Background: an optimization exercise with open tools, aiming at a short achievable clock period and few clock cycles. Do not read the settings as production practice.
In this exercise RTL edits were held to simulation tests only and were not proved equivalent to the original.
No activity file was given, so power comes from the tool's default toggle rates.

`flow/design.v`:
```
package riscv_isa_pkg;
  localparam int INSN_W     = 32;
  localparam int REG_ADDR_W = 5;
  typedef enum logic [6:0] {
    OPC_JAL    = 7'b110_1111,
    OPC_JALR   = 7'b110_0111,
    OPC_BRANCH = 7'b110_0011,
    OPC_LOAD   = 7'b000_0011,
    OPC_STORE  = 7'b010_0011,
    OPC_IMM    = 7'b001_0011,
    OPC_ALSU   = 7'b011_0011,
    OPC_SYSTEM = 7'b111_0011
  } opcode_t;
  localparam logic [2:0] F3_ADD = 3'b000;
  localparam logic [2:0] F3_XOR = 3'b100;
  localparam logic [2:0] F3_OR  = 3'b110;
  localparam logic [2:0] F3_AND = 3'b111;
  localparam logic [2:0] F3_BEQ = 3'b000;
  localparam logic [2:0] F3_BNE = 3'b001;
  localparam logic [2:0] F3_BLT = 3'b100;
  localparam logic [2:0] F3_BGE = 3'b101;
  localparam logic [6:0] F7_BASE = 7'b000_0000;
  localparam logic [6:0] F7_ALT  = 7'b010_0000;
  localparam logic [31:0] EBREAK_WORD = 32'h0010_0073;
  typedef enum logic [1:0] {
    IMM_I,
    IMM_S,
    IMM_B,
    IMM_J
  } imm_kind_t;
endpackage
package core_pkg;
  localparam int XLEN     = 32;
  localparam int NUM_REGS = 32;
  localparam logic [XLEN-1:0] RESET_ADDR = '0;
  localparam logic [XLEN-1:0] NOP_WORD = 32'h0000_0013;
  typedef enum logic [3:0] {
    ALU_ADD,
    ALU_SUB,
    ALU_XOR,
    ALU_OR,
    ALU_AND,
    ALU_EQ,
    ALU_NE,
    ALU_LTS,
    ALU_GES
  } alu_op_t;
  typedef struct packed {
    alu_op_t alu_op;
    logic    use_imm;
    logic    is_branch;
    logic    is_jump;
    logic    jump_reg_base;
    logic    mem_read;
    logic    mem_write;
    logic    reg_write;
    logic    mem_to_reg;
    logic    halt;
  } ctrl_t;
  localparam int CTRL_W = 13;   
endpackage
`timescale 1ns/10ps
module g_inv   (input logic a, output logic y);                                  assign y = ~a;                      endmodule
module g_nand2 (input logic a, b, output logic y);                               assign y = ~(a & b);                endmodule
module g_nand3 (input logic a, b, c, output logic y);                            assign y = ~(a & b & c);            endmodule
module g_nand4 (input logic a, b, c, d, output logic y);                         assign y = ~(a & b & c & d);        endmodule
module g_nor2  (input logic a, b, output logic y);                               assign y = ~(a | b);                endmodule
module g_nor3  (input logic a, b, c, output logic y);                            assign y = ~(a | b | c);            endmodule
module g_nor4  (input logic a, b, c, d, output logic y);                         assign y = ~(a | b | c | d);        endmodule
module g_a22oi (input logic a1, a2, b1, b2, output logic y);                     assign y = ~((a1 & a2) | (b1 & b2)); endmodule
module g_xor2  (input logic a, b, output logic y);                               assign y = a ^ b;                   endmodule
module g_xnor2 (input logic a, b, output logic y);                               assign y = ~(a ^ b);                endmodule
module g_a21oi (input logic a1, a2, b1, output logic y);                         assign y = ~((a1 & a2) | b1);       endmodule
module g_o21ai (input logic a1, a2, b1, output logic y);                         assign y = ~((a1 | a2) & b1);       endmodule
module g_nand2b(input logic an, b, output logic y);                              assign y = ~(~an & b);              endmodule
module g_nor2b (input logic a, bn, output logic y);                              assign y = ~(a | ~bn);              endmodule
module g_and2  (input logic a, b, output logic y);                               assign y = a & b;                   endmodule
module g_or2   (input logic a, b, output logic y);                               assign y = a | b;                   endmodule
module g_mux2  (input logic s, a1, a0, output logic y);                          assign y = s ? a1 : a0;             endmodule
module g_o21a  (input logic a1, a2, b1, output logic y);                         assign y = (a1 | a2) & b1;          endmodule
module g_o31a  (input logic a1, a2, a3, b1, output logic y);                     assign y = (a1 | a2 | a3) & b1;     endmodule
`timescale 1ns/10ps
module rf_slice #(
  parameter int W = 8
) (
  input  logic [31*W-1:0] regs_i,
  input  logic [4:0]      idx_i,
  output logic [W-1:0]    data_o
);
  logic [4:0] ni;
  for (genvar b = 0; b < 5; b++) begin : g_ni
    g_inv u_i (.a(idx_i[b]), .y(ni[b]));
  end
  logic [7:0] lo_n;
  logic [3:0] hi_n;
  for (genvar j = 0; j < 8; j++) begin : g_lo
    g_nand3 u_n (.a(j[0] ? idx_i[0] : ni[0]), .b(j[1] ? idx_i[1] : ni[1]), .c(j[2] ? idx_i[2] : ni[2]),
                 .y(lo_n[j]));
  end
  for (genvar j = 0; j < 4; j++) begin : g_hi
    g_nand2 u_n (.a(j[0] ? idx_i[3] : ni[3]), .b(j[1] ? idx_i[4] : ni[4]), .y(hi_n[j]));
  end
  logic [31:0] sel;
  assign sel[0] = 1'b0;
  for (genvar k = 1; k < 32; k++) begin : g_sel
    g_nor2 u_s (.a(lo_n[k % 8]), .b(hi_n[k / 8]), .y(sel[k]));
  end
  for (genvar b = 0; b < W; b++) begin : g_bit
    logic [31:0] r;
    assign r[0] = 1'b0;
    for (genvar k = 1; k < 32; k++) begin : g_r
      assign r[k] = regs_i[(k-1)*W + b];
    end
    logic [15:0] t;
    for (genvar p = 0; p < 16; p++) begin : g_t
      g_a22oi u_a (.a1(sel[2*p]), .a2(r[2*p]), .b1(sel[2*p+1]), .b2(r[2*p+1]), .y(t[p]));
    end
    logic [3:0] u;
    for (genvar q = 0; q < 4; q++) begin : g_u
      g_nand4 u_n (.a(t[4*q]), .b(t[4*q+1]), .c(t[4*q+2]), .d(t[4*q+3]), .y(u[q]));
    end
    logic [1:0] v;
    g_nor2  u_v0 (.a(u[0]), .b(u[1]), .y(v[0]));
    g_nor2  u_v1 (.a(u[2]), .b(u[3]), .y(v[1]));
    g_nand2 u_w  (.a(v[0]), .b(v[1]), .y(data_o[b]));
  end
endmodule
`timescale 1ns/10ps
module f_ctl (
  input  logic [31:0] ir_i,
  input  logic [4:0]  x_rd_i,
  input  logic        k_i,
  input  logic        lnk_i,
  input  logic        m_redir_i,
  input  logic        k1_i,
  input  logic        k2_i,
  input  logic        pnz_i,
  input  logic        pn3_i,
  input  logic        p5_i,
  input  logic        lnz_i,
  input  logic        ln3_i,
  output logic        s_hold_o,
  output logic        s_jal_o,
  output logic        s_br_o,
  output logic        s_jr_o,
  output logic        s_inc_o,
  output logic        stall_o,
  output logic        stall_n_o,
  output logic        go_o
);
  logic [31:0] ni;
  for (genvar b = 0; b < 32; b++) begin : g_ni
    g_inv u_i (.a(ir_i[b]), .y(ni[b]));
  end
  logic k_n, lnk_n;
  g_inv u_kn (.a(k_i),   .y(k_n));
  g_inv u_ln (.a(lnk_i), .y(lnk_n));
  logic [4:0] x1, x2;
  for (genvar b = 0; b < 5; b++) begin : g_x
    g_xnor2 u_1 (.a(ir_i[15+b]), .b(x_rd_i[b]), .y(x1[b]));
    g_xnor2 u_2 (.a(ir_i[20+b]), .b(x_rd_i[b]), .y(x2[b]));
  end
  logic e1a_n, e1b_n, e2a_n, e2b_n;
  g_nand3 u_e1a (.a(x1[0]), .b(x1[1]), .c(x1[2]), .y(e1a_n));
  g_nand2 u_e1b (.a(x1[3]), .b(x1[4]), .y(e1b_n));
  g_nand3 u_e2a (.a(x2[0]), .b(x2[1]), .c(x2[2]), .y(e2a_n));
  g_nand2 u_e2b (.a(x2[3]), .b(x2[4]), .y(e2b_n));
  logic jal_a_n, jal_b_n, jr_a_n, jr_b_n, br_a_n, br_b_n, rb_a_n, rb_b_n, x64;
  g_nand4 u_jla (.a(ir_i[6]), .b(ir_i[5]), .c(ir_i[3]), .d(ir_i[2]), .y(jal_a_n));
  g_nand3 u_jlb (.a(ir_i[1]), .b(ir_i[0]), .c(ni[4]), .y(jal_b_n));
  g_nand4 u_jra (.a(ir_i[6]), .b(ir_i[5]), .c(ir_i[2]), .d(ir_i[1]), .y(jr_a_n));
  g_nand3 u_jrb (.a(ir_i[0]), .b(ni[4]), .c(ni[3]), .y(jr_b_n));
  g_nand4 u_bra (.a(ir_i[6]), .b(ir_i[5]), .c(ir_i[1]), .d(ir_i[0]), .y(br_a_n));
  g_nand4 u_brb (.a(ni[4]), .b(ni[3]), .c(ni[2]), .d(ni[13]), .y(br_b_n));
  g_xor2  u_x64 (.a(ir_i[6]), .b(ir_i[4]), .y(x64));
  g_nand4 u_rba (.a(ir_i[5]), .b(ni[3]), .c(ni[2]), .d(ir_i[1]), .y(rb_a_n));
  g_nand2 u_rbb (.a(ir_i[0]), .b(x64), .y(rb_b_n));
  logic is_jal, nj, rb;
  g_nor2 u_isj (.a(jal_a_n), .b(jal_b_n), .y(is_jal));
  g_inv  u_nj  (.a(is_jal), .y(nj));
  g_nor2 u_rb  (.a(rb_a_n), .b(rb_b_n), .y(rb));
  logic e1k, e2k, st_n, st;
  g_nor3  u_e1k (.a(e1a_n), .b(e1b_n), .c(k_n), .y(e1k));
  g_nor3  u_e2k (.a(e2a_n), .b(e2b_n), .c(k_n), .y(e2k));
  g_a22oi u_st  (.a1(e1k), .a2(nj), .b1(e2k), .b2(rb), .y(st_n));
  g_inv   u_sti (.a(st_n), .y(st));
  logic e1l, is_jr, h1_n, h2_n, ones6, z1, z2, p1, p2, near_jr, gojr_n;
  g_nor3  u_e1l (.a(e1a_n), .b(e1b_n), .c(lnk_n), .y(e1l));
  g_nor2  u_isr (.a(jr_a_n), .b(jr_b_n), .y(is_jr));
  g_nand3 u_h1  (.a(ir_i[31]), .b(ir_i[30]), .c(ir_i[29]), .y(h1_n));
  g_nand3 u_h2  (.a(ir_i[28]), .b(ir_i[27]), .c(ir_i[26]), .y(h2_n));
  g_nor2  u_o6  (.a(h1_n), .b(h2_n), .y(ones6));
  g_nor3  u_z1  (.a(ir_i[31]), .b(ir_i[30]), .c(ir_i[29]), .y(z1));
  g_nor3  u_z2  (.a(ir_i[28]), .b(ir_i[27]), .c(ir_i[26]), .y(z2));
  g_nand2 u_p1  (.a(ones6), .b(lnz_i), .y(p1));
  g_nand3 u_p2  (.a(z1), .b(z2), .c(ln3_i), .y(p2));
  g_nand2 u_njr (.a(p1), .b(p2), .y(near_jr));
  g_nand3 u_gjr (.a(e1l), .b(is_jr), .c(near_jr), .y(gojr_n));
  logic b1_n, b2_n, bra, brb, pg_n, pg, gobr_n;
  g_nand4 u_b1  (.a(ir_i[31]), .b(ir_i[30]), .c(ir_i[29]), .d(ir_i[28]), .y(b1_n));
  g_nand3 u_b2  (.a(ir_i[27]), .b(ir_i[26]), .c(ir_i[7]), .y(b2_n));
  g_nor2  u_bo  (.a(br_a_n), .b(br_b_n), .y(bra));
  g_nor2  u_bi  (.a(b1_n), .b(b2_n), .y(brb));
  g_a21oi u_pgn (.a1(ir_i[25]), .a2(p5_i), .b1(pnz_i), .y(pg_n));
  g_inv   u_pg  (.a(pg_n), .y(pg));
  logic bp_n;
  g_nand3 u_gbb (.a(bra), .b(brb), .c(pg), .y(bp_n));
  logic r2z_a, r2z_b, r1z_a, r1z_b, f3bne, f3blt, c1_n, c2_n, nb1, nb2;
  g_nor3  u_r2a (.a(ir_i[24]), .b(ir_i[23]), .c(ir_i[22]), .y(r2z_a));
  g_nor2  u_r2b (.a(ir_i[21]), .b(ir_i[20]), .y(r2z_b));
  g_nor3  u_r1a (.a(ir_i[19]), .b(ir_i[18]), .c(ir_i[17]), .y(r1z_a));
  g_nor2  u_r1b (.a(ir_i[16]), .b(ir_i[15]), .y(r1z_b));
  g_nor3  u_fbn (.a(ir_i[14]), .b(ir_i[13]), .c(ni[12]), .y(f3bne));
  g_nor3  u_fbl (.a(ni[14]), .b(ir_i[13]), .c(ir_i[12]), .y(f3blt));
  g_nand4 u_c1  (.a(r2z_a), .b(r2z_b), .c(f3bne), .d(k1_i), .y(c1_n));
  g_nand4 u_c2  (.a(r1z_a), .b(r1z_b), .c(f3blt), .d(k2_i), .y(c2_n));
  g_nor3  u_nb1 (.a(e1a_n), .b(e1b_n), .c(c1_n), .y(nb1));
  g_nor3  u_nb2 (.a(e2a_n), .b(e2b_n), .c(c2_n), .y(nb2));
  logic [4:0] xs;
  for (genvar b = 0; b < 5; b++) begin : g_xs
    g_xnor2 u_x (.a(ir_i[15+b]), .b(ir_i[20+b]), .y(xs[b]));
  end
  logic sa_n, sb_n, same, l_eq, l_ne;
  g_nand3 u_ssa (.a(xs[0]), .b(xs[1]), .c(xs[2]), .y(sa_n));
  g_nand2 u_ssb (.a(xs[3]), .b(xs[4]), .y(sb_n));
  g_nor2  u_ssm (.a(sa_n), .b(sb_n), .y(same));
  g_xnor2 u_leq (.a(ir_i[14]), .b(ir_i[12]), .y(l_eq));
  g_nor2  u_lne (.a(ir_i[14]), .b(ni[12]), .y(l_ne));
  logic fz1, fz2, o4a, o4_n, f1_n, f0, fe_n, fn_n, fp_n;
  g_nor4  u_fz1 (.a(ir_i[31]), .b(ir_i[30]), .c(ir_i[29]), .d(ir_i[28]), .y(fz1));
  g_nor3  u_fz2 (.a(ir_i[27]), .b(ir_i[26]), .c(ir_i[7]), .y(fz2));
  g_nor4  u_o4a (.a(ir_i[25]), .b(ir_i[11]), .c(ir_i[10]), .d(ir_i[8]), .y(o4a));
  g_nand2 u_o4  (.a(o4a), .b(ir_i[9]), .y(o4_n));
  logic pg_fn;
  g_nand2 u_pgf (.a(o4_n), .b(pn3_i), .y(pg_fn));
  g_nand3 u_f1  (.a(bra), .b(fz1), .c(fz2), .y(f1_n));
  g_nor2  u_f0  (.a(f1_n), .b(pg_fn), .y(f0));
  g_nand2 u_fen (.a(f0), .b(l_eq), .y(fe_n));
  g_nand2 u_fnn (.a(f0), .b(l_ne), .y(fn_n));
  g_mux2  u_fp  (.s(same), .a1(fe_n), .a0(fn_n), .y(fp_n));
  g_o31a  u_gbr (.a1(nb1), .a2(nb2), .a3(bp_n), .b1(fp_n), .y(gobr_n));
  logic [3:0] jo_n, jz;
  g_nand4 u_jo0 (.a(ir_i[31]), .b(ir_i[30]), .c(ir_i[29]), .d(ir_i[28]), .y(jo_n[0]));
  g_nand4 u_jo1 (.a(ir_i[27]), .b(ir_i[26]), .c(ir_i[20]), .d(ir_i[19]), .y(jo_n[1]));
  g_nand4 u_jo2 (.a(ir_i[18]), .b(ir_i[17]), .c(ir_i[16]), .d(ir_i[15]), .y(jo_n[2]));
  g_nand3 u_jo3 (.a(ir_i[14]), .b(ir_i[13]), .c(ir_i[12]), .y(jo_n[3]));
  g_nor4  u_jz0 (.a(ir_i[31]), .b(ir_i[30]), .c(ir_i[29]), .d(ir_i[28]), .y(jz[0]));
  g_nor4  u_jz1 (.a(ir_i[27]), .b(ir_i[26]), .c(ir_i[20]), .d(ir_i[19]), .y(jz[1]));
  g_nor4  u_jz2 (.a(ir_i[18]), .b(ir_i[17]), .c(ir_i[16]), .d(ir_i[15]), .y(jz[2]));
  g_nor3  u_jz3 (.a(ir_i[14]), .b(ir_i[13]), .c(ir_i[12]), .y(jz[3]));
  logic w4a, w4_n;
  g_nor4  u_w4a (.a(ir_i[25]), .b(ir_i[24]), .c(ir_i[23]), .d(ir_i[21]), .y(w4a));
  g_nand2 u_w4  (.a(w4a), .b(ir_i[22]), .y(w4_n));
  logic jo01, jo23, q1, jz01_n, jz23_n, q2a_n, zok, jnear, jl, gojal_n;
  g_nor2  u_q01 (.a(jo_n[0]), .b(jo_n[1]), .y(jo01));
  g_nor2  u_q23 (.a(jo_n[2]), .b(jo_n[3]), .y(jo23));
  g_nand3 u_q1  (.a(jo01), .b(jo23), .c(pnz_i), .y(q1));
  g_nand2 u_z01 (.a(jz[0]), .b(jz[1]), .y(jz01_n));
  g_nand2 u_z23 (.a(jz[2]), .b(jz[3]), .y(jz23_n));
  g_nand2 u_z4  (.a(pn3_i), .b(w4_n), .y(q2a_n));
  g_nor3  u_zok (.a(jz01_n), .b(jz23_n), .c(q2a_n), .y(zok));
  g_inv   u_q2  (.a(zok), .y(jnear));
  g_nand2 u_jn  (.a(q1), .b(jnear), .y(jl));
  g_nand2 u_gjl (.a(is_jal), .b(jl), .y(gojal_n));
  g_nor2  u_sh  (.a(st_n), .b(m_redir_i), .y(s_hold_o));
  g_nor2  u_sj  (.a(gojal_n), .b(m_redir_i), .y(s_jal_o));
  g_nor3  u_sb  (.a(gobr_n), .b(st), .c(m_redir_i), .y(s_br_o));
  g_nor2  u_sr  (.a(gojr_n), .b(m_redir_i), .y(s_jr_o));
  logic all_n;
  g_nand4 u_an  (.a(st_n), .b(gojal_n), .c(gobr_n), .d(gojr_n), .y(all_n));
  g_nor2  u_si  (.a(all_n), .b(m_redir_i), .y(s_inc_o));
  assign stall_o   = st;
  assign stall_n_o = st_n;
  g_nand3 u_go  (.a(gojal_n), .b(gobr_n), .c(gojr_n), .y(go_o));
endmodule
module dec_fields (
  input  logic [31:0] ir_i,
  input  logic [5:0]  pcm_i,
  input  logic        p5_i,
  input  logic [4:0]  x_rd_i,
  input  logic        k1_i,
  input  logic        k2_i,
  output logic        is_jal_o,
  output logic        is_jalr_o,
  output logic        op_rb_o,
  output logic        go_jal_o,
  output logic        go_br_o
);
  logic [6:0] opc;
  logic       s;
  assign opc       = ir_i[6:0];
  assign s         = ir_i[31];
  assign is_jal_o  = (opc == 7'b1101111);
  assign is_jalr_o = (opc == 7'b1100111);
  assign op_rb_o   = (opc == 7'b0110011) || (opc == 7'b1100011);
  assign go_jal_o  = is_jal_o && (ir_i[19:12] == {8{s}}) && (ir_i[20] == s) && (ir_i[30:26] == {5{s}}) &&
                     (s ? (pcm_i != 6'd0) : (pcm_i != 6'h3f)) &&
                     !({s, ir_i[19:12], ir_i[20], ir_i[30:21]} == 20'd2);
  logic same, likely;
  assign same      = (ir_i[19:15] == ir_i[24:20]);
  assign likely    = same ? (ir_i[14] == ir_i[12]) : (!ir_i[14] && ir_i[12]);
  logic exit_n;
  assign exit_n    = !((ir_i[14:12] == 3'b001) && (ir_i[24:20] == 5'd0) && (ir_i[19:15] == x_rd_i) && k1_i) &&
                     !((ir_i[14:12] == 3'b100) && (ir_i[19:15] == 5'd0) && (ir_i[24:20] == x_rd_i) && k2_i);
  assign go_br_o   = (opc == 7'b1100011) && !ir_i[13] &&
                     ((s && ir_i[7] && (ir_i[30:26] == 5'h1f) && ((pcm_i != 6'd0) || (ir_i[25] && p5_i)) && exit_n) ||
                      (!s && !ir_i[7] && (ir_i[30:26] == 5'h00) && (pcm_i != 6'h3f) && likely &&
                       !({ir_i[25], ir_i[11:8]} == 5'b00010)));
endmodule
module c_gojr (
  input  logic [31:0] ir_i,
  input  logic [4:0]  x_rd_i,
  input  logic        lnk_i,
  input  logic [5:0]  lkm_i,
  output logic        go_o
);
  assign go_o = (ir_i[6:0] == 7'b1100111) && lnk_i && (x_rd_i == ir_i[19:15]) &&
                (ir_i[30:26] == {5{ir_i[31]}}) && (ir_i[31] ? (lkm_i != 6'd0) : (lkm_i != 6'h3f));
endmodule
module c_opsel (
  input  logic [4:0] rs_i,
  input  logic       none_i,
  input  logic [4:0] x_rd_i,
  input  logic       w_i,
  input  logic       m_wen_i,
  input  logic [4:0] m_rd_i,
  output logic       res_o,
  output logic       wb_o,
  output logic       reg_o
);
  logic fwd, byp;
  assign fwd   = w_i && (x_rd_i == rs_i);
  assign byp   = m_wen_i && (m_rd_i == rs_i);
  assign res_o = !none_i && fwd;
  assign wb_o  = !none_i && !fwd && byp;
  assign reg_o = !none_i && !fwd && !byp;
endmodule
module x_branch (
  input  logic [31:0] a_i,
  input  logic [31:0] b_i,
  input  logic        dif31_i,
  input  logic        valid_i,
  input  logic        m_redir_i,
  input  logic        br_i,
  input  logic        blt_i,
  input  logic        inv_i,
  input  logic        pred_i,
  input  logic        off4_i,
  input  logic        off8_i,
  input  logic        ebreak_i,
  input  logic        fin_i,
  output logic        live_o,
  output logic [3:0]  sx_n_o,
  output logic        halt_o,
  output logic        kill_o
);
  logic [31:0] x;
  logic [7:0]  n4;
  logic [3:0]  e8;
  logic        ne;
  for (genvar i = 0; i < 32; i++) begin : g_x
    g_xnor2 u_x (.a(a_i[i]), .b(b_i[i]), .y(x[i]));
  end
  for (genvar i = 0; i < 8; i++) begin : g_n4
    g_nand4 u_n (.a(x[4*i]), .b(x[4*i+1]), .c(x[4*i+2]), .d(x[4*i+3]), .y(n4[i]));
  end
  for (genvar i = 0; i < 4; i++) begin : g_e8
    g_nor2 u_e (.a(n4[2*i]), .b(n4[2*i+1]), .y(e8[i]));
  end
  g_nand4 u_ne (.a(e8[0]), .b(e8[1]), .c(e8[2]), .d(e8[3]), .y(ne));
  logic q, t1, t0, e1, e0, sd, c_eq, c_ltd, c_lts;
  assign live_o = valid_i && !m_redir_i;
  assign q      = live_o && br_i;
  assign t1     = !pred_i && !off4_i;
  assign t0     = pred_i;
  assign e1     = inv_i ? t0 : t1;    
  assign e0     = inv_i ? t1 : t0;    
  assign sd     = a_i[31] != b_i[31];
  assign c_eq   = q && !blt_i;
  assign c_ltd  = q && blt_i && !sd;
  assign c_lts  = q && blt_i && sd && (a_i[31] ? e1 : e0);
  for (genvar k = 0; k < 4; k++) begin : g_sx
    logic u1, u2;
    g_mux2 u_m1 (.s(ne),      .a1(c_eq && e0),  .a0(c_eq && e1),  .y(u1));
    g_mux2 u_m2 (.s(dif31_i), .a1(c_ltd && e1), .a0(c_ltd && e0), .y(u2));
    g_nor3 u_sx (.a(u1), .b(u2), .c(c_lts), .y(sx_n_o[k]));
  end
  logic v1, v2, sx_k;
  g_mux2 u_v1 (.s(ne),      .a1(c_eq && e0),  .a0(c_eq && e1),  .y(v1));
  g_mux2 u_v2 (.s(dif31_i), .a1(c_ltd && e1), .a0(c_ltd && e0), .y(v2));
  g_nor3 u_vk (.a(v1), .b(v2), .c(c_lts), .y(sx_k));
  assign halt_o = live_o && ebreak_i;
  assign kill_o = m_redir_i || fin_i || halt_o || !sx_k;
endmodule
module x_enter (
  input  logic kill_i,
  input  logic stall_i,
  input  logic writes_i,
  input  logic is_ld_i,
  input  logic is_lnk_i,
  input  logic is_dm1_i,
  output logic valid_o,
  output logic wen_o,
  output logic ld_o,
  output logic lnk_o,
  output logic dm1_o
);
  logic live;
  g_nor2 u_l (.a(kill_i), .b(stall_i), .y(live));
  assign valid_o = live;
  g_and2 u_w (.a(live), .b(writes_i), .y(wen_o));
  g_and2 u_d (.a(live), .b(is_ld_i),  .y(ld_o));
  g_and2 u_k (.a(live), .b(is_lnk_i), .y(lnk_o));
  g_and2 u_m (.a(live), .b(is_dm1_i), .y(dm1_o));
endmodule
module x_count (
  input  logic [11:0] a_i,
  input  logic        dm1_i,
  output logic        k1_o,
  output logic        k2_o
);
  logic [2:0] z;
  g_nor4 u_z0 (.a(a_i[1]), .b(a_i[2]), .c(a_i[3]), .d(a_i[4]), .y(z[0]));
  g_nor4 u_z1 (.a(a_i[5]), .b(a_i[6]), .c(a_i[7]), .d(a_i[8]), .y(z[1]));
  g_nor3 u_z2 (.a(a_i[9]), .b(a_i[10]), .c(a_i[11]), .y(z[2]));
  logic k2_n;
  g_nand4 u_k1 (.a(dm1_i), .b(z[0]), .c(z[1]), .d(z[2]), .y(k2_n));
  g_inv   u_i2 (.a(k2_n), .y(k2_o));
  g_and2  u_i1 (.a(k2_o), .b(a_i[0]), .y(k1_o));
endmodule
module f_decode (
  input  logic [31:0] ir_i,
  output logic        is_addi_o,
  output logic        is_r_o,
  output logic        is_ld_o,
  output logic        is_st_o,
  output logic        is_br_o,
  output logic        is_jal_o,
  output logic        is_jalr_o,
  output logic        is_ebreak_o,
  output logic        op_rb_o,
  output logic        jal_short_o,
  output logic        go_jal_o,
  output logic        go_br_o,
  output logic        writes_o
);
  logic [6:0] opc;
  logic [2:0] f3;
  logic [6:0] f7;
  assign opc = ir_i[6:0];
  assign f3  = ir_i[14:12];
  assign f7  = ir_i[31:25];
  assign is_addi_o   = (opc == 7'b0010011) && (f3 == 3'b000);
  assign is_r_o      = (opc == 7'b0110011) &&
                       (((f7 == 7'b0000000) && (f3 == 3'b000 || f3 == 3'b100 || f3 == 3'b110 || f3 == 3'b111)) ||
                        ((f7 == 7'b0100000) && (f3 == 3'b000)));
  assign is_ld_o     = (opc == 7'b0000011);
  assign is_st_o     = (opc == 7'b0100011);
  assign is_br_o     = (opc == 7'b1100011) && !f3[1];
  assign is_jal_o    = (opc == 7'b1101111);
  assign is_jalr_o   = (opc == 7'b1100111);
  assign is_ebreak_o = (ir_i == 32'h0010_0073);
  assign op_rb_o     = (opc == 7'b0110011) || (opc == 7'b1100011);
  assign jal_short_o = (ir_i[19:12] == {8{ir_i[31]}}) && (ir_i[20] == ir_i[31]);
  assign go_jal_o    = is_jal_o && jal_short_o &&
                       !({ir_i[31], ir_i[19:12], ir_i[20], ir_i[30:21]} == 20'd2);
  assign go_br_o     = is_br_o && ir_i[31];
  assign writes_o    = (is_addi_o | is_r_o | is_ld_o | is_jal_o | is_jalr_o) && (ir_i[11:7] != 5'd0);
endmodule
`timescale 1ns/10ps
module pg_gen #(
  parameter int W = 32
) (
  input  logic [W-1:0] a_i,
  input  logic [W-1:0] b_i,
  output logic [W-1:0] p_o,
  output logic [W-1:0] g_o
);
  assign p_o = a_i ^ b_i;
  assign g_o = a_i & b_i;
endmodule
module ks_tree #(
  parameter int W = 32
) (
  input  logic [W-1:0] p_i,
  input  logic [W-1:0] g_i,
  input  logic         cin_i,
  output logic [W-1:0] c_o
);
  function automatic int ceil_log2(input int v);
    ceil_log2 = 0;
    for (int i = 0; i < 31; i++) begin
      if ((1 << i) < v) ceil_log2 = i + 1;
    end
  endfunction
  localparam int L = ceil_log2(W);
  logic [W-1:0] gg [0:L];
  logic [W-1:0] pp [0:L];
  always_comb begin
    gg[0]    = g_i;
    pp[0]    = p_i;
    gg[0][0] = g_i[0] | (p_i[0] & cin_i);
    for (int l = 0; l < L; l++) begin
      for (int i = 0; i < W; i++) begin
        if (i >= (1 << l)) begin
          gg[l+1][i] = gg[l][i] | (pp[l][i] & gg[l][i - (1 << l)]);
          pp[l+1][i] = pp[l][i] & pp[l][i - (1 << l)];
        end else begin
          gg[l+1][i] = gg[l][i];
          pp[l+1][i] = pp[l][i];
        end
      end
    end
    c_o = gg[L];
  end
endmodule
module ks_add #(
  parameter int W = 32
) (
  input  logic [W-1:0] a_i,
  input  logic [W-1:0] b_i,
  input  logic         cin_i,
  output logic [W-1:0] sum_o,
  output logic         cout_o
);
  logic [W-1:0] p, g, c;
  pg_gen  #(.W(W)) u_pg   (.a_i(a_i), .b_i(b_i), .p_o(p), .g_o(g));
  ks_tree #(.W(W)) u_tree (.p_i(p), .g_i(g), .cin_i(cin_i), .c_o(c));
  assign sum_o  = p ^ {c[W-2:0], cin_i};
  assign cout_o = c[W-1];
endmodule
module inc_dec #(
  parameter int W = 20
) (
  input  logic [W-1:0] v_i,
  output logic [W-1:0] inc_o,
  output logic [W-1:0] dec_o
);
  ks_add #(.W(W)) u_inc (.a_i(v_i), .b_i({W{1'b0}}), .cin_i(1'b1), .sum_o(inc_o), .cout_o());
  ks_add #(.W(W)) u_dec (.a_i(v_i), .b_i({W{1'b1}}), .cin_i(1'b0), .sum_o(dec_o), .cout_o());
endmodule
module mux2w #(
  parameter int W = 32
) (
  input  logic         s_i,
  input  logic [W-1:0] a_i,
  input  logic [W-1:0] b_i,
  output logic [W-1:0] y_o
);
  assign y_o = s_i ? a_i : b_i;
endmodule
module ks_add_g #(
  parameter int W    = 32,
  parameter int CIN  = 0,
  parameter int INVB = 0
) (
  input  logic [W-1:0] a_i,
  input  logic [W-1:0] b_i,
  output logic [W-1:0] sum_o,
  output logic         cout_o
);
  function automatic int ceil_log2(input int v);
    ceil_log2 = 0;
    for (int i = 0; i < 31; i++) begin
      if ((1 << i) < v) ceil_log2 = i + 1;
    end
  endfunction
  localparam int L = ceil_log2(W);
  logic [W-1:0] gg [0:L];
  logic [W-1:0] pp [0:L];
  logic [W-1:0] pn;
  for (genvar i = 0; i < W; i++) begin : g_pg
    if (INVB == 1) begin : g_ib
      g_xor2 u_p (.a(a_i[i]), .b(b_i[i]), .y(pn[i]));
      if (i == 0 && CIN == 1) begin : g_c1
        g_nor2b  u_g (.a(a_i[i]), .bn(b_i[i]), .y(gg[0][i]));
      end else begin : g_c0
        g_nand2b u_g (.an(b_i[i]), .b(a_i[i]), .y(gg[0][i]));
      end
    end else begin : g_b
      g_xnor2 u_p (.a(a_i[i]), .b(b_i[i]), .y(pn[i]));
      if (i == 0 && CIN == 1) begin : g_c1
        g_nor2  u_g (.a(a_i[i]), .b(b_i[i]), .y(gg[0][i]));
      end else begin : g_c0
        g_nand2 u_g (.a(a_i[i]), .b(b_i[i]), .y(gg[0][i]));
      end
    end
    assign pp[0][i] = pn[i];
  end
  for (genvar l = 0; l < L; l++) begin : g_lvl
    localparam int D = 1 << l;
    for (genvar i = 0; i < W; i++) begin : g_b
      if (i >= D) begin : g_op
        if (l % 2 == 0) begin : g_neg_in
          g_o21ai u_g (.a1(pp[l][i]), .a2(gg[l][i-D]), .b1(gg[l][i]), .y(gg[l+1][i]));
          g_nor2  u_p (.a(pp[l][i]), .b(pp[l][i-D]), .y(pp[l+1][i]));
        end else begin : g_pos_in
          g_a21oi u_g (.a1(pp[l][i]), .a2(gg[l][i-D]), .b1(gg[l][i]), .y(gg[l+1][i]));
          g_nand2 u_p (.a(pp[l][i]), .b(pp[l][i-D]), .y(pp[l+1][i]));
        end
      end else begin : g_pass
        g_inv u_g (.a(gg[l][i]), .y(gg[l+1][i]));
        g_inv u_p (.a(pp[l][i]), .y(pp[l+1][i]));
      end
    end
  end
  for (genvar i = 0; i < W; i++) begin : g_s
    if (i == 0) begin : g_s0
      if (CIN == 1) begin : g_1
        assign sum_o[0] = pn[0];
      end else begin : g_0
        g_inv u_s (.a(pn[0]), .y(sum_o[0]));
      end
    end else if (L % 2 == 1) begin : g_pos
      g_xnor2 u_s (.a(pn[i]), .b(gg[L][i-1]), .y(sum_o[i]));
    end else begin : g_neg
      g_xor2 u_s (.a(pn[i]), .b(gg[L][i-1]), .y(sum_o[i]));
    end
  end
  if (L % 2 == 1) begin : g_co_pos
    assign cout_o = gg[L][W-1];
  end else begin : g_co_neg
    g_inv u_co (.a(gg[L][W-1]), .y(cout_o));
  end
endmodule
`timescale 1ns/10ps
module ao_sel #(
  parameter int N = 8,
  parameter int W = 32
) (
  input  logic [N*W-1:0] d_i,
  input  logic [N-1:0]   s_i,
  input  logic [W-1:0]   or_i,
  output logic [W-1:0]   y_o
);
  always_comb begin
    y_o = or_i;
    for (int k = 0; k < N; k++) begin
      y_o = y_o | ({W{s_i[k]}} & d_i[k*W +: W]);
    end
  end
endmodule
`timescale 1ns/10ps
module micro_riscv_top (
  input  logic        clk_i,
  input  logic        reset_i,
  output logic [31:0] instr_addr_o,
  input  logic [31:0] instr_rdata_i,
  output logic [31:0] data_addr_o,
  input  logic [31:0] data_rdata_i,
  output logic [31:0] data_wdata_o,
  output logic        data_re_o,
  output logic        data_we_o,
  output logic        finish_o
);
  logic [31:0] pc_f, pc_o;
  logic        x_valid, x_wen, x_ld, x_st, x_br, x_mjump, x_ebreak, x_lnk;
  logic        x_s_add, x_s_addi, x_s_sub, x_s_xor, x_s_or, x_s_and, x_s_lnk;
  logic        x_dm1;
  logic        x_pred, x_off4, x_off8, x_blt, x_inv, x_fsd;
  logic [4:0]  x_rd;
  logic [31:0] x_a, x_b, x_off, x_link;
  logic [11:0] x_pcl, x_bimm;
  logic [19:0] x_hi_c1, x_hi_c0;
  logic        m_re, m_we, m_ld, m_redir;
  logic [31:1] m_wsel;
  logic [4:0]  m_rd;
  logic        m_wen;
  logic [31:0] m_result, m_addr, m_wdata, m_tgt;
  logic        fin, fin_o;
  logic [31:0] regs [1:31];
  logic [31:0] wb_data;
  assign wb_data = m_ld ? data_rdata_i : m_result;
  logic [31:0] ir;
  assign ir = instr_rdata_i;
  logic [6:0] opc;
  logic [2:0] f3;
  logic [6:0] f7;
  logic [4:0] rd, rs1, rs2;
  assign opc = ir[6:0];
  assign f3  = ir[14:12];
  assign f7  = ir[31:25];
  assign rd  = ir[11:7];
  assign rs1 = ir[19:15];
  assign rs2 = ir[24:20];
  logic is_addi, is_r, is_ld, is_st, is_br, is_jal, is_jalr, is_ebreak, op_rb;
  logic jal_short, dec_gojal, dec_gobr, writes;
  f_decode u_dec (.ir_i(ir), .is_addi_o(is_addi), .is_r_o(is_r), .is_ld_o(is_ld), .is_st_o(is_st),
                  .is_br_o(is_br), .is_jal_o(is_jal), .is_jalr_o(is_jalr), .is_ebreak_o(is_ebreak),
                  .op_rb_o(op_rb), .jal_short_o(jal_short), .go_jal_o(dec_gojal), .go_br_o(dec_gobr),
                  .writes_o(writes));
  logic [31:0] iimm, simm, bimm, jimm;
  assign iimm = {{20{ir[31]}}, ir[31:20]};
  assign simm = {{20{ir[31]}}, ir[31:25], ir[11:7]};
  assign bimm = {{19{ir[31]}}, ir[31], ir[7], ir[30:25], ir[11:8], 1'b0};
  assign jimm = {{11{ir[31]}}, ir[31], ir[19:12], ir[20], ir[30:21], 1'b0};
  logic k1, k2;
  x_count u_cnt (.a_i(x_a[11:0]), .dm1_i(x_dm1), .k1_o(k1), .k2_o(k2));
  logic k_ld, k_lnk, k_w;
  assign k_ld  = x_ld && x_wen;
  assign k_lnk = x_lnk;
  assign k_w   = x_wen && !x_ld;
  logic go_jr, fsd_n, a_res, a_wb, a_reg, b_res, b_wb, b_reg;
  c_gojr  u_gojr  (.ir_i(ir), .x_rd_i(x_rd), .lnk_i(k_lnk), .lkm_i(x_link[11:6]), .go_o(go_jr));
  c_opsel u_asel (.rs_i(rs1), .none_i(is_jal), .x_rd_i(x_rd), .w_i(k_w), .m_wen_i(m_wen), .m_rd_i(m_rd),
                  .res_o(a_res), .wb_o(a_wb), .reg_o(a_reg));
  c_opsel u_bsel (.rs_i(rs2), .none_i(1'b0), .x_rd_i(x_rd), .w_i(k_w), .m_wen_i(m_wen), .m_rd_i(m_rd),
                  .res_o(b_res), .wb_o(b_wb), .reg_o(b_reg));
  assign fsd_n = k_ld && (x_rd == rs2);
  logic [31:0] rf_a, rf_b;
  for (genvar s = 0; s < 4; s++) begin : g_rf
    logic [31*8-1:0] slice;
    always_comb begin
      for (int k = 1; k < 32; k++) slice[(k-1)*8 +: 8] = regs[k][s*8 +: 8];
    end
    rf_slice #(.W(8)) u_a (.regs_i(slice), .idx_i(rs1), .data_o(rf_a[s*8 +: 8]));
    rf_slice #(.W(8)) u_b (.regs_i(slice), .idx_i(rs2), .data_o(rf_b[s*8 +: 8]));
  end
  logic [31:0] pc_inc;
  assign pc_inc = pc_f + 32'd4;
  logic [19:0] pc_hi_p, pc_hi_m;
  inc_dec #(.W(20)) u_pc_hi (.v_i(pc_f[31:12]), .inc_o(pc_hi_p), .dec_o(pc_hi_m));
  logic [11:0] br_lo, jal_lo, jr_lo;
  logic        br_c, jal_c, jr_c;
  ks_add_g #(.W(12), .CIN(0)) u_br_lo  (.a_i(pc_f[11:0]),   .b_i(bimm[11:0]), .sum_o(br_lo),  .cout_o(br_c));
  ks_add_g #(.W(12), .CIN(0)) u_jal_lo (.a_i(pc_f[11:0]),   .b_i(jimm[11:0]), .sum_o(jal_lo), .cout_o(jal_c));
  ks_add_g #(.W(12), .CIN(0)) u_jr_lo  (.a_i(x_link[11:0]), .b_i(iimm[11:0]), .sum_o(jr_lo),  .cout_o(jr_c));
  logic [19:0] pc_hi_c1, pc_hi_c0;
  assign pc_hi_c1 = ir[31] ? pc_f[31:12] : pc_hi_p;
  assign pc_hi_c0 = ir[31] ? pc_hi_m     : pc_f[31:12];
  logic [31:0] t_br, t_jal, t_jr;
  assign t_br  = {pc_f[31:12], br_lo};
  assign t_jal = {pc_f[31:12], jal_lo};
  assign t_jr  = {x_link[31:12], jr_lo[11:1], 1'b0};
  logic go_jal, go_br, jal4;
  logic f_isjal, f_isjalr, f_oprb;
  dec_fields u_df (.ir_i(ir), .pcm_i(pc_f[11:6]), .p5_i(pc_f[5]), .x_rd_i(x_rd), .k1_i(k1), .k2_i(k2), .is_jal_o(f_isjal), .is_jalr_o(f_isjalr),
                   .op_rb_o(f_oprb), .go_jal_o(go_jal), .go_br_o(go_br));
  assign jal4 = ({ir[31], ir[19:12], ir[20], ir[30:21]} == 20'd2);
  logic [31:0] sum, dif, adr, r_xor, r_or, r_and;
  ks_add_g #(.W(32), .CIN(0)) u_add (.a_i(x_a), .b_i(x_b), .sum_o(sum), .cout_o());
  ks_add_g #(.W(32), .CIN(1), .INVB(1)) u_sub (.a_i(x_a), .b_i(x_b), .sum_o(dif), .cout_o());
  ks_add_g #(.W(32), .CIN(0)) u_adr (.a_i(x_a), .b_i(x_off), .sum_o(adr), .cout_o());
  assign r_xor = x_a ^ x_b;
  assign r_or  = x_a | x_b;
  assign r_and = x_a & x_b;
  logic [32*7-1:0] res_d;
  logic [6:0]      res_s;
  assign res_d = {x_link, r_and, r_or, r_xor, dif, adr, sum};
  assign res_s = {x_s_lnk, x_s_and, x_s_or, x_s_xor, x_s_sub, x_s_addi, x_s_add};
  logic [31:0] res;
  ao_sel #(.N(7)) u_res (.d_i(res_d), .s_i(res_s), .or_i(32'd0), .y_o(res));
  logic [31:0] a_n, b_n;
  ao_sel #(.N(10)) u_a_n (.d_i({rf_a, pc_f, wb_data, res_d}),
                          .s_i({a_reg, is_jal, a_wb, {7{a_res}} & res_s}),
                          .or_i(32'd0), .y_o(a_n));
  ao_sel #(.N(9))  u_b_n (.d_i({rf_b, wb_data, res_d}),
                          .s_i({b_reg, b_wb, {7{b_res}} & res_s}),
                          .or_i(32'd0), .y_o(b_n));
  logic [11:0] xt_lo;
  logic        xt_c;
  logic [19:0] xt_hi;
  logic [31:0] x_alt;
  ks_add_g #(.W(12), .CIN(0)) u_xt_lo (.a_i(x_pcl), .b_i(x_bimm), .sum_o(xt_lo), .cout_o(xt_c));
  mux2w #(.W(20)) u_xt_hi (.s_i(xt_c), .a_i(x_hi_c1), .b_i(x_hi_c0), .y_o(xt_hi));
  assign x_alt = x_pred ? x_link : {xt_hi, xt_lo};
  logic x_live, x_halt, kill_f;
  logic [3:0] sx_n;
  logic [31:0] cmp;
  ks_add_g #(.W(32), .CIN(1), .INVB(1)) u_cmp (.a_i(x_a), .b_i(x_b), .sum_o(cmp), .cout_o());
  x_branch u_xbr (.a_i(x_a), .b_i(x_b), .dif31_i(cmp[31]), .valid_i(x_valid), .m_redir_i(m_redir),
                  .br_i(x_br), .blt_i(x_blt), .inv_i(x_inv), .pred_i(x_pred), .off4_i(x_off4),
                  .off8_i(x_off8), .ebreak_i(x_ebreak), .fin_i(fin),
                  .live_o(x_live), .sx_n_o(sx_n), .halt_o(x_halt), .kill_o(kill_f));
  logic f_st, f_st_n, f_go, f_sh, f_sj, f_sb, f_sr, f_si;
  logic pnz, pn3, lnz, ln3;
  assign pnz = |pc_f[11:6];
  assign pn3 = !(&pc_f[11:6]);
  assign lnz = |x_link[11:6];
  assign ln3 = !(&x_link[11:6]);
  f_ctl u_fc (.ir_i(ir), .x_rd_i(x_rd), .k_i(k_ld), .lnk_i(k_lnk), .m_redir_i(m_redir), .k1_i(k1), .k2_i(k2),
              .pnz_i(pnz), .pn3_i(pn3), .p5_i(pc_f[5]), .lnz_i(lnz), .ln3_i(ln3),
              .s_hold_o(f_sh), .s_jal_o(f_sj), .s_br_o(f_sb), .s_jr_o(f_sr), .s_inc_o(f_si),
              .stall_o(f_st), .stall_n_o(f_st_n), .go_o(f_go));
  logic xv_n, xw_n, xl_n, xk_n;
  logic xd_n;
  x_enter u_xn (.kill_i(kill_f), .stall_i(f_st), .writes_i(writes), .is_ld_i(is_ld),
                .is_lnk_i((is_jal || is_jalr) && (rd != 5'd0)),
                .is_dm1_i(is_addi && (rs1 == rd) && (rd != 5'd0) && (ir[31:20] == 12'hfff)),
                .valid_o(xv_n), .wen_o(xw_n), .ld_o(xl_n), .lnk_o(xk_n), .dm1_o(xd_n));
  logic [31:0] pc_p, pc_po, pc_n, pc_no;
  for (genvar g = 0; g < 4; g++) begin : g_pcs
    logic s_hold, s_jal, s_br, s_jr, s_inc, st, st_n, go;
    f_ctl u_pcsel (.ir_i(ir), .x_rd_i(x_rd), .k_i(k_ld), .lnk_i(k_lnk), .m_redir_i(m_redir), .k1_i(k1), .k2_i(k2),
                   .pnz_i(pnz), .pn3_i(pn3), .p5_i(pc_f[5]), .lnz_i(lnz), .ln3_i(ln3),
                   .s_hold_o(s_hold), .s_jal_o(s_jal), .s_br_o(s_br), .s_jr_o(s_jr), .s_inc_o(s_inc),
                   .stall_o(st), .stall_n_o(st_n), .go_o(go));
    ao_sel #(.N(6), .W(8)) u_pc_p  (.d_i({pc_f[g*8 +: 8], m_tgt[g*8 +: 8], t_jal[g*8 +: 8], t_br[g*8 +: 8],
                                         t_jr[g*8 +: 8], pc_inc[g*8 +: 8]}),
                                    .s_i({s_hold, m_redir, s_jal, s_br, s_jr, s_inc}),
                                    .or_i(8'd0), .y_o(pc_p[g*8 +: 8]));
    ao_sel #(.N(6), .W(8)) u_pc_po (.d_i({pc_o[g*8 +: 8], m_tgt[g*8 +: 8], t_jal[g*8 +: 8], t_br[g*8 +: 8],
                                         t_jr[g*8 +: 8], pc_inc[g*8 +: 8]}),
                                    .s_i({s_hold, m_redir, s_jal, s_br, s_jr, s_inc}),
                                    .or_i(8'd0), .y_o(pc_po[g*8 +: 8]));
  end
  for (genvar g = 0; g < 4; g++) begin : g_pcx
    mux2w #(.W(8)) u_pc_n  (.s_i(sx_n[g]), .a_i(pc_p[g*8 +: 8]),  .b_i(x_alt[g*8 +: 8]), .y_o(pc_n[g*8 +: 8]));
    mux2w #(.W(8)) u_pc_no (.s_i(sx_n[g]), .a_i(pc_po[g*8 +: 8]), .b_i(x_alt[g*8 +: 8]), .y_o(pc_no[g*8 +: 8]));
  end
  logic [31:1] wsel_n;
  always_comb begin
    for (int k = 1; k < 32; k++) wsel_n[k] = x_live && x_wen && (x_rd == 5'(k));
  end
  always_ff @(posedge clk_i or posedge reset_i) begin
    if (reset_i) begin
      pc_f    <= 32'd0;
      pc_o    <= 32'd0;
      x_valid <= 1'b0;
      x_wen   <= 1'b0;
      x_ld    <= 1'b0;
      x_lnk   <= 1'b0;
      x_dm1   <= 1'b0;
      m_re    <= 1'b0;
      m_we    <= 1'b0;
      m_wen   <= 1'b0;
      m_wsel  <= '0;
      m_redir <= 1'b0;
      fin     <= 1'b0;
      fin_o   <= 1'b0;
    end else begin
      pc_f <= pc_n;
      pc_o <= pc_no;
      x_valid <= xv_n;
      x_wen   <= xw_n;
      x_ld    <= xl_n;
      x_lnk   <= xk_n;
      x_dm1   <= xd_n;
      m_re    <= x_live && x_ld;
      m_we    <= x_live && x_st;
      m_wen   <= x_live && x_wen;
      m_wsel  <= wsel_n;
      m_redir <= x_live && x_mjump;
      fin   <= fin   || x_halt;
      fin_o <= fin_o || x_halt;
    end
  end
  always_ff @(posedge clk_i) begin
    x_st     <= is_st;
    x_br     <= is_br;
    x_mjump  <= (is_jalr && !go_jr) || (is_jal && !go_jal && !jal4);
    x_ebreak <= is_ebreak;
    x_s_add  <= is_r && (f3 == 3'b000) && !f7[5];
    x_s_addi <= is_addi;
    x_s_sub  <= is_r && (f3 == 3'b000) && f7[5];
    x_s_xor  <= is_r && (f3 == 3'b100);
    x_s_or   <= is_r && (f3 == 3'b110);
    x_s_and  <= is_r && (f3 == 3'b111);
    x_s_lnk  <= is_jal || is_jalr;
    x_pred   <= go_br;
    x_off4   <= (bimm == 32'd4);
    x_off8   <= (bimm == 32'd8);
    x_blt    <= f3[2];
    x_inv    <= f3[0];
    x_rd     <= rd;
    x_fsd    <= fsd_n;
    x_a      <= a_n;
    x_b      <= b_n;
    x_off    <= is_st ? simm : (is_jal ? jimm : iimm);
    x_link   <= pc_inc;
    x_pcl    <= pc_f[11:0];
    x_bimm   <= bimm[11:0];
    x_hi_c1  <= pc_hi_c1;
    x_hi_c0  <= pc_hi_c0;
    m_ld     <= x_ld;
    m_rd     <= x_rd;
    m_result <= res;
    m_addr   <= adr;
    m_wdata  <= x_fsd ? data_rdata_i : x_b;
    m_tgt    <= x_mjump ? {adr[31:1], 1'b0} : x_alt;
  end
  always_ff @(posedge clk_i or posedge reset_i) begin
    if (reset_i) begin
      for (int i = 1; i < 32; i++) regs[i] <= 32'd0;
    end else begin
      for (int i = 1; i < 32; i++) begin
        if (m_wsel[i]) regs[i] <= wb_data;
      end
    end
  end
  assign instr_addr_o = pc_o;
  assign data_addr_o  = m_addr;
  assign data_wdata_o = m_wdata;
  assign data_re_o    = m_re;
  assign data_we_o    = m_we;
  assign finish_o     = fin_o;
endmodule
```
`flow/run.sh`:
```
#!/bin/bash
# synth_recipe.tcl (not shown) runs the flow's synth.tcl, then flattens the netlist and writes it again
# the make line also repeats each setting of config.mk as NAME=value (left out here)
make -C /OpenROAD-flow-scripts/flow DESIGN_CONFIG=/design/flow/config.mk WORK_HOME=/design/flow/orfs CLKGATE_MAP_FILE= SYNTH_SCRIPT=/design/flow/synth_recipe.tcl finish
```
`flow/config.mk`:
```
export PLATFORM = sky130hd
export DESIGN_NAME = micro_riscv_top
export DESIGN_NICKNAME = micro_riscv_top
export VERILOG_FILES = /design/flow/design.v
export SDC_FILE = /design/flow/constraint.sdc
export NUM_CORES = 8
export LEC_CHECK = 0
export CAP_MARGIN = 20
export CELL_PAD_IN_SITES_DETAIL_PLACEMENT = 1
export CELL_PAD_IN_SITES_GLOBAL_PLACEMENT = 2
export CORE_MARGIN = 2
export CORE_UTILIZATION = 25
export SETUP_SLACK_MARGIN = 5
export SLEW_MARGIN = 20
export SYNTH_HIERARCHICAL = 1
```
`flow/constraint.sdc`:
```
create_clock -name core_clock -period 8.0 [get_ports {clk_i}]
set_input_delay 1.6000 -clock core_clock [delete_from_list [all_inputs] [get_ports {clk_i}]]
set_output_delay 1.6000 -clock core_clock [all_outputs]
set_load 0.01 [all_outputs]
```
==> results of run 1 <==
## worst register-to-register path: stages, from the launching register on
cell and delay, ns:
dfrtp_1 0.36, buf_4 0.24, and3_2 0.33, nand2_2 0.28, nand2_1 0.17, nor2_4 0.17
nand2_2 0.07, mux2_4 0.27, o31a_1 0.13, nand4_1 0.49, nor2_4 0.10, buf_12 0.19
a222oi_1 0.35, nand3_1 0.14, mux2_4 0.27
## state kept, by name, indices dropped and copies added, names as in the netlist, 4 cells and up
register / cells
regs: 992
m_addr: 32
m_result: 32
m_tgt: 32
m_wdata: 32
pc_f: 32
pc_o: 32
x_a: 32
x_b: 32
m_wsel: 31
x_link: 30
x_off: 21
x_hi_c0: 20
x_hi_c1: 20
x_pcl: 12
m_rd: 5
x_rd: 4
## report_power, final
group | switching (W) | internal (W)
Clock | 0.00360 | 0.00505
Combinational | 0.00479 | 0.00275
Sequential | 0.000821 | 0.00773
## worst paths after layout
path | startpoint | to | slack, ns | depth (start not counted)
min | fin$_DFF_PP0_ | fin$_DFF_PP0_ | 0.47 | 1
min in group asynchronous | reset_i | regs[14][25]$_DFFE_PP0P_ | 1.12 | 3
max | instr_rdata_i[13] | pc_o[31]$_DFF_PP0_ | 4.32 | 16
min reg2reg | fin$_DFF_PP0_ | fin$_DFF_PP0_ | 0.47 | 1
max reg2reg | pc_f[7]$_DFF_PP0_ | pc_o[31]$_DFF_PP0_ | 4.35 | 14
max in group asynchronous | reset_i | regs[1][7]$_DFFE_PP0P_ | 5.39 | 5
## routing by layer
metal	part of all wire [%]	global-route usage, %	vias to the layer above	routed length [um]
li1	-	-	37200	-
met1	45	33.6	43600	210000
met2	44	38.5	2954	206000
met3	6.2	4.27	834	28700
met4	4.7	10.5	14	22000
met5	0.018	0	-	83
## metrics by stage
| stage | total power, W | setup WS [ns] | setup TNS, ns |
|---|---|---|---|
| after floorplan | 0.0125 | -8.75 | -9606.41 |
| after global placement | 0.0153 | 2.01 | 0 |
| after detailed placement | 0.0154 | 2.35 | 0 |
| after CTS | 0.0246 | 4.40 | 0 |
| after global routing | 0.0257 | 4.18 | 0 |
| final | 0.0247 | 4.32 | 0 |
## timing repair
action                                  4_1_cts  5_1_grt
pin swaps                                   236      262
resized for setup                          1492      323
endpoints found under the setup margin      382      301
cloned                                       32        2
setup buffers                               207      125
## layout make-up
| class | count | area, sq um |
|---|---|---|
| fillers | 41000 | 245000 |
| multi-input cells | 7780 | 57000 |
| flip-flops and latches | 1420 | 34200 |
| repair buffers | 849 | 8970 |
| well taps | 4773 | 5970 |
| clock buffers | 264 | 5210 |
| inverters | 409 | 1600 |
| clock inverters | 64 | 863 |
| diodes | 17 | 42.5 |
==> qor.csv, run 1 <==
metric,value,unit
io_buffers,164,
hold_viol_final,0,
ys.warnings.count,27,
fp.dieW,604,um
grt_max_degree,136,
detail_route.iter0.violations,7537,
numCtsBuffers,178,
hold_buffers,0,
endpoint_kind,register,
worst_pin_slew,1.25,ns
drtPass1Iterations,8,
place_congestion,0.931,
stdcell_area,114000,sq um
cpPeakStageDelay,0.49,ns
hold_path.class,reg2reg,
htreeDepth,4,
dp_hpwl,312000,um
drt-vias-per-instance,5.43,
min_period,3.68,ns
num_vias,84600,
finalMaxSlewViolations,0,
fin_nets,10800,
antenna_found_initial,28,
routedWlPerCell,29.9,um
clk_pin_slew,0.07,ns
syn2layout_area_growth,26.4,%
grt_pass1_vias,86800,
clkLatencyLatePin,0.91,ns
grt_overflow_total,0,
skew,0.0609,ns
worstSetupStartpointType,primary input,
clock_path_buffers,4,
arrival,4.45,ns
cp.required,8.77,ns
path_buf_inv,4,
drive_gt1_share,33.0,%
max_freq,0.272,GHz
ant_nets,0,
placedInstanceArea,99000,sq um
p_per_area,217,nW/um^2
final_common_cell,nor2_1,
critPathKind,in2reg,
cellLeakagePower,41.6,nW
slew_headroom,15.6,%
layout_common_cells,"1,432 x nor2_1, 1,143 x a21oi_1, 1,055 x dfrtp_1, 1,043 x a22oi_2, 460 x buf_4",
place_inst,14900,
cap_viol_max_count,0,
dieArea,365000,sq um
syn_area,90100,sq um
pin_count,165,
cts-root-buf,clkbuf_16,
cts.sinks,1420,
final_util,31.7,%
fin_crit_sh,46.0,%
syn_inst,9760,
slowest_stage,nand4_1,
finalWirelength,466000,um
placementRows,220,
crit_chain,buf_12 -> buf_12 -> clkinv_4 -> nand4_1 -> nor2_4 -> nand3_2 -> nor2_4 -> nand2_2 -> mux2_4 -> o31a_1 -> nand4_1 -> nor2_4 -> buf_12 -> a222oi_1 -> nand3_1 -> mux2_4,
grt_pass1_wl,660000,um
critPathMaxFanout,8,
whs,0.468,ns
critPathTopFamily,simple AND/OR/NAND/NOR gates,
outcome,finished clean,
cts_tree,yes,
syn_avg_cell_area,9.23,sq um
final_cell_count_no_fill,15600,
setup_viol,0,
vdd_drop_max,0.000148,V
fp.dieH,604,um
core_area,359000,sq um
grt_use_total,24.7,%
route.detailed.drc,0,
start_util,25.1,%
rsz0062_at_grt,yes,
Testbench counts, summed over its fixed seeds: cycles 66,291.
==> run 2, diff against run 1 <==
--- a/flow/design.v
+++ b/flow/design.v
@@ -227,5 +227,5 @@
   g_xnor2 u_leq (.a(ir_i[14]), .b(ir_i[12]), .y(l_eq));
   g_nor2  u_lne (.a(ir_i[14]), .b(ni[12]), .y(l_ne));
-  logic fz1, fz2, o4a, o4_n, f1_n, f0, fe_n, fn_n, fp_n;
+  logic fz1, fz2, o4a, o4_n, f1_n, f0, fe_n, fn_n, fe, fn, fp;
   g_nor4  u_fz1 (.a(ir_i[31]), .b(ir_i[30]), .c(ir_i[29]), .d(ir_i[28]), .y(fz1));
   g_nor3  u_fz2 (.a(ir_i[27]), .b(ir_i[26]), .c(ir_i[7]), .y(fz2));
@@ -238,6 +238,10 @@
   g_nand2 u_fen (.a(f0), .b(l_eq), .y(fe_n));
   g_nand2 u_fnn (.a(f0), .b(l_ne), .y(fn_n));
-  g_mux2  u_fp  (.s(same), .a1(fe_n), .a0(fn_n), .y(fp_n));
-  g_o31a  u_gbr (.a1(nb1), .a2(nb2), .a3(bp_n), .b1(fp_n), .y(gobr_n));
+  g_inv   u_fe  (.a(fe_n), .y(fe));
+  g_inv   u_fn  (.a(fn_n), .y(fn));
+  g_mux2  u_fp  (.s(same), .a1(fe), .a0(fn), .y(fp));
+  logic bk;
+  g_nor3  u_bk  (.a(nb1), .b(nb2), .c(bp_n), .y(bk));
+  g_nor2  u_gbr (.a(bk), .b(fp), .y(gobr_n));
   logic [3:0] jo_n, jz;
   g_nand4 u_jo0 (.a(ir_i[31]), .b(ir_i[30]), .c(ir_i[29]), .d(ir_i[28]), .y(jo_n[0]));
@@ -641,4 +645,19 @@
   end
 endmodule
+module ao6_g #(
+  parameter int W = 8
+) (
+  input  logic [6*W-1:0] d_i,
+  input  logic [5:0]     s_i,
+  output logic [W-1:0]   y_o
+);
+  for (genvar b = 0; b < W; b++) begin : g_b
+    logic [2:0] t;
+    for (genvar p = 0; p < 3; p++) begin : g_p
+      g_a22oi u_a (.a1(s_i[2*p]), .a2(d_i[(2*p)*W + b]), .b1(s_i[2*p+1]), .b2(d_i[(2*p+1)*W + b]), .y(t[p]));
+    end
+    g_nand3 u_n (.a(t[0]), .b(t[1]), .c(t[2]), .y(y_o[b]));
+  end
+endmodule
 `timescale 1ns/10ps
 module micro_riscv_top (
@@ -796,12 +815,10 @@
                    .s_hold_o(s_hold), .s_jal_o(s_jal), .s_br_o(s_br), .s_jr_o(s_jr), .s_inc_o(s_inc),
                    .stall_o(st), .stall_n_o(st_n), .go_o(go));
-    ao_sel #(.N(6), .W(8)) u_pc_p  (.d_i({pc_f[g*8 +: 8], m_tgt[g*8 +: 8], t_jal[g*8 +: 8], t_br[g*8 +: 8],
+    ao6_g #(.W(8)) u_pc_p  (.d_i({pc_f[g*8 +: 8], m_tgt[g*8 +: 8], t_jal[g*8 +: 8], t_br[g*8 +: 8],
                                          t_jr[g*8 +: 8], pc_inc[g*8 +: 8]}),
-                                    .s_i({s_hold, m_redir, s_jal, s_br, s_jr, s_inc}),
-                                    .or_i(8'd0), .y_o(pc_p[g*8 +: 8]));
-    ao_sel #(.N(6), .W(8)) u_pc_po (.d_i({pc_o[g*8 +: 8], m_tgt[g*8 +: 8], t_jal[g*8 +: 8], t_br[g*8 +: 8],
+                                    .s_i({s_hold, m_redir, s_jal, s_br, s_jr, s_inc}), .y_o(pc_p[g*8 +: 8]));
+    ao6_g #(.W(8)) u_pc_po (.d_i({pc_o[g*8 +: 8], m_tgt[g*8 +: 8], t_jal[g*8 +: 8], t_br[g*8 +: 8],
                                          t_jr[g*8 +: 8], pc_inc[g*8 +: 8]}),
-                                    .s_i({s_hold, m_redir, s_jal, s_br, s_jr, s_inc}),
-                                    .or_i(8'd0), .y_o(pc_po[g*8 +: 8]));
+                                    .s_i({s_hold, m_redir, s_jal, s_br, s_jr, s_inc}), .y_o(pc_po[g*8 +: 8]));
   end
   for (genvar g = 0; g < 4; g++) begin : g_pcx
==> run 2 against run 1 <==
Still clean on timing, DRC and antenna; sequential power up 3.4%; sequential cell count did not move; critical path depth is 4 lower.
==> qor.csv, run 2 <==
metric,value,unit,change
syn_avg_cell_area,9.33,sq um,+1.1%
start_util,25.1,%,about the same
routedWlPerCell,30.3,um,+1.1%
cts_tree,yes,,
r2r_end,pc_o[19]$_DFF_PP0_,,
syn2layout_area_growth,27.2,%,
core_area,362000,sq um,+0.84%
hold_path.class,reg2reg,,
final_cell_count_no_fill,15600,,-0.064%
r2r_slack,4.69,ns,+0.34 ns
fp.dieH,607,um,+0.37%
arrival,4.04,ns,-0.41 ns
stdcell_area,115000,sq um,+1.4%
finalWirelength,471000,um,+1.1%
drt-vias-per-instance,5.45,,+0.26%
drtPass1Iterations,9,,+1
cellLeakagePower,42.6,nW,+2.3%
setup_viol,0,,unchanged
place_congestion,0.907,,-2.6%
ys.warnings.count,26,,-3.7%
placedInstanceArea,99600,sq um,+0.63%
grt_overflow_total,0,,unchanged
syn_area,90800,sq um,+0.76%
layout_common_cells,"1,380 x nor2_1, 1,222 x a22oi_2, 1,083 x a21oi_1, 1,051 x dfrtp_1, 434 x buf_4",,
vdd_drop_max,0.000185,V,+25%
min_from,x_ld$_DFF_PP0_,,
worstSetupStartpointType,register,,
outcome,finished clean,,
num-fill-cells,40900,,-0.16%
clk_pin_slew,0.07,ns,about the same
clkLatencyLatePin,0.91,ns,about the same
placementRows,221,,+0.45%
cp.required,8.73,ns,-0.04 ns
place_inst,14800,,-0.35%
antenna_found_initial,26,,-7.1%
critPathKind,reg2reg,,
timing.rr.start,x_a[8]$_DFF_P_,,
final_common_cell,nor2_1,,
rsz0062_at_grt,yes,,
max_freq,0.302,GHz,+11%
grt_pass1_vias,86500,,-0.27%
grt_max_degree,153,,+13%
pin_count,165,,unchanged
min_to,m_ld$_DFF_P_,,
cts-root-buf,clkbuf_16,,
io_buffers,164,,unchanged
critPathMaxFanout,16,,+8
detail_route.iter0.violations,7928,,+5.2%
fp.dieW,607,um,+0.37%
p_per_area,222,nW/um^2,+2.3%
hold_viol_final,0,,unchanged
cts.sinks,1420,,unchanged
worst_pin_slew,1.20,ns,-0.0520 ns
power.total,0.0257,W,+3.8%
hold_buffers,0,,unchanged
clock_path_buffers,4,,unchanged
cap_viol_max_count,0,,unchanged
slew_headroom,19.9,%,+4.3 points
finalMaxSlewViolations,0,,unchanged
route.detailed.drc,0,,unchanged
dieArea,368000,sq um,+0.75%
syn_inst,9724,,-0.37%
largest-register,regs,,
largest_reg_flops,992,,unchanged
num_vias,84800,,+0.19%
skew,0.0715,ns,+0.0106 ns
htreeDepth,4,,unchanged
min_period,3.31,ns,-0.363 ns
drive_gt1_share,35.3,%,+2.3 points
dp_hpwl,313000,um,+0.38%
worstRegToRegCells,12,,-2
endpoint_kind,register,,
fin_crit_sh,41.4,%,-4.5 points
fin_nets,10800,,-0.20%
grt_use_total,24.9,%,+0.17 points
min_path_cells,0,,-1
ant_nets,0,,unchanged
grt_pass1_wl,663000,um,+0.51%
numCtsBuffers,178,,unchanged
[run 2: worst max-delay path by stage]
stage | start | depth (start not counted) | slack [ns] | to
finish | x_a[8]$_DFF_P_ | 12 | 4.69 | pc_o[19]$_DFF_PP0_
global route | x_b[13]$_DFF_P_ | 13 | 4.69 | pc_o[22]$_DFF_PP0_
CTS | instr_rdata_i[22] | 13 | 4.78 | x_b[21]$_DFF_P_
detailed placement | instr_rdata_i[6] | 14 | 2.02 | pc_f[26]$_DFF_PP0_
global placement | instr_rdata_i[4] | 15 | 2.05 | pc_o[28]$_DFF_PP0_
floorplan | reset_i | 1 | -8.75 | fin$_DFF_PP0_
[run 2: area by class of cell]
cell class / instances / area, sq um / share of cell area [%]
Sequential cell: 1420 / 34200 / 29.6
Timing Repair Buffer: 881 / 9740 / 8.43
Antenna cell: 9 / 22.5 / 0.0195
Clock buffer: 252 / 5100 / 4.41
Multi-Input combinational cell: 7718 / 57900 / 50.1
Tap cell: 4794 / 6000 / 5.19
Clock inverter: 75 / 973 / 0.843
Inverter: 417 / 1610 / 1.40
[run 2: what timing repair did]
| item | 4_1_cts | 5_1_grt |
|---|---|---|
| cloned | 41 | 3 |
| hold endpoints to repair | 0 | 0 |
| setup endpoints to repair | 859 | 207 |
| gates resized for setup | 1634 | 275 |
| buffers inserted | 265 | 109 |
| pin swaps | 331 | 367 |
[run 2: power by group]
group          leakage, nW  switching (W)  internal [W]
sequential            12.8        0.00103       0.00781
clock                 2.98        0.00360       0.00507
combinational         26.8        0.00515       0.00301
[run 2: worst max-delay path: stages (launching register included)]
cell and delay, ns:
dfxtp_4 0.47, xor2_1 0.23, o21ai_1 0.11, a21oi_2 0.22, o21ai_2 0.11, a21oi_4 0.28
o21ai_4 0.20, xnor2_4 0.29, buf_4 0.16, mux2_4 0.30, nor3_4 0.22, buf_12 0.22
mux2_4 0.32
[run 2: routing by layer]
metal	routed length [um]	vias up	global-route usage (%)
met2	208000	2901	38.6
met5	39	-	0
met1	212000	43900	34.1
met4	21700	6	10.4
met3	29700	762	4.09
li1	-	37200	-
[run 2: metrics by stage]
stage          hold slack, ns  setup TNS (ns)  util, %  worst slack, ns
2_1_floorplan           0.373        -9606.41        -            -8.75
3_3_place_gp            0.400               0     27.5             2.05
3_5_place_dp            0.414               0     27.5             2.02
4_1_cts                 0.436               0     31.3             4.78
5_1_grt                 0.448               0     31.9             4.69
6_report                0.433               0     31.9             4.69
Testbench counts of run 2, summed over its fixed seeds: cycles 66,291.

==> static timing again, ports no longer ideal <==
The results above use ideal ports. As a check the final layouts listed here were re-extracted and re-timed, cells and wires unchanged. Step 1 (the two cells are an assumption about what drives the block):
set clk [get_ports {clk_i}]
set_driving_cell -lib_cell sky130_fd_sc_hd__clkbuf_16 $clk
set_driving_cell -lib_cell sky130_fd_sc_hd__buf_2 [delete_from_list [all_inputs] $clk]
Step 2 also shifts input and output timing later by t, the mid clock arrival at the registers, as if the neighbouring blocks saw the same clock. Three values: ideal ports, drivers, drivers and shift; two values: the first two.
run	t, ns	setup WS [ns]	worst setup path at the end
run 1	0.998	4.324 / 4.169 / 3.170	input to register
run 2	0.986	4.687 / 4.470 / 3.484	input to register
After both steps setup and hold are still met in every run listed. For run 2, which loses most, drivers alone change the setup slack by -0.217 ns; drivers and shift together by -1.203 ns.
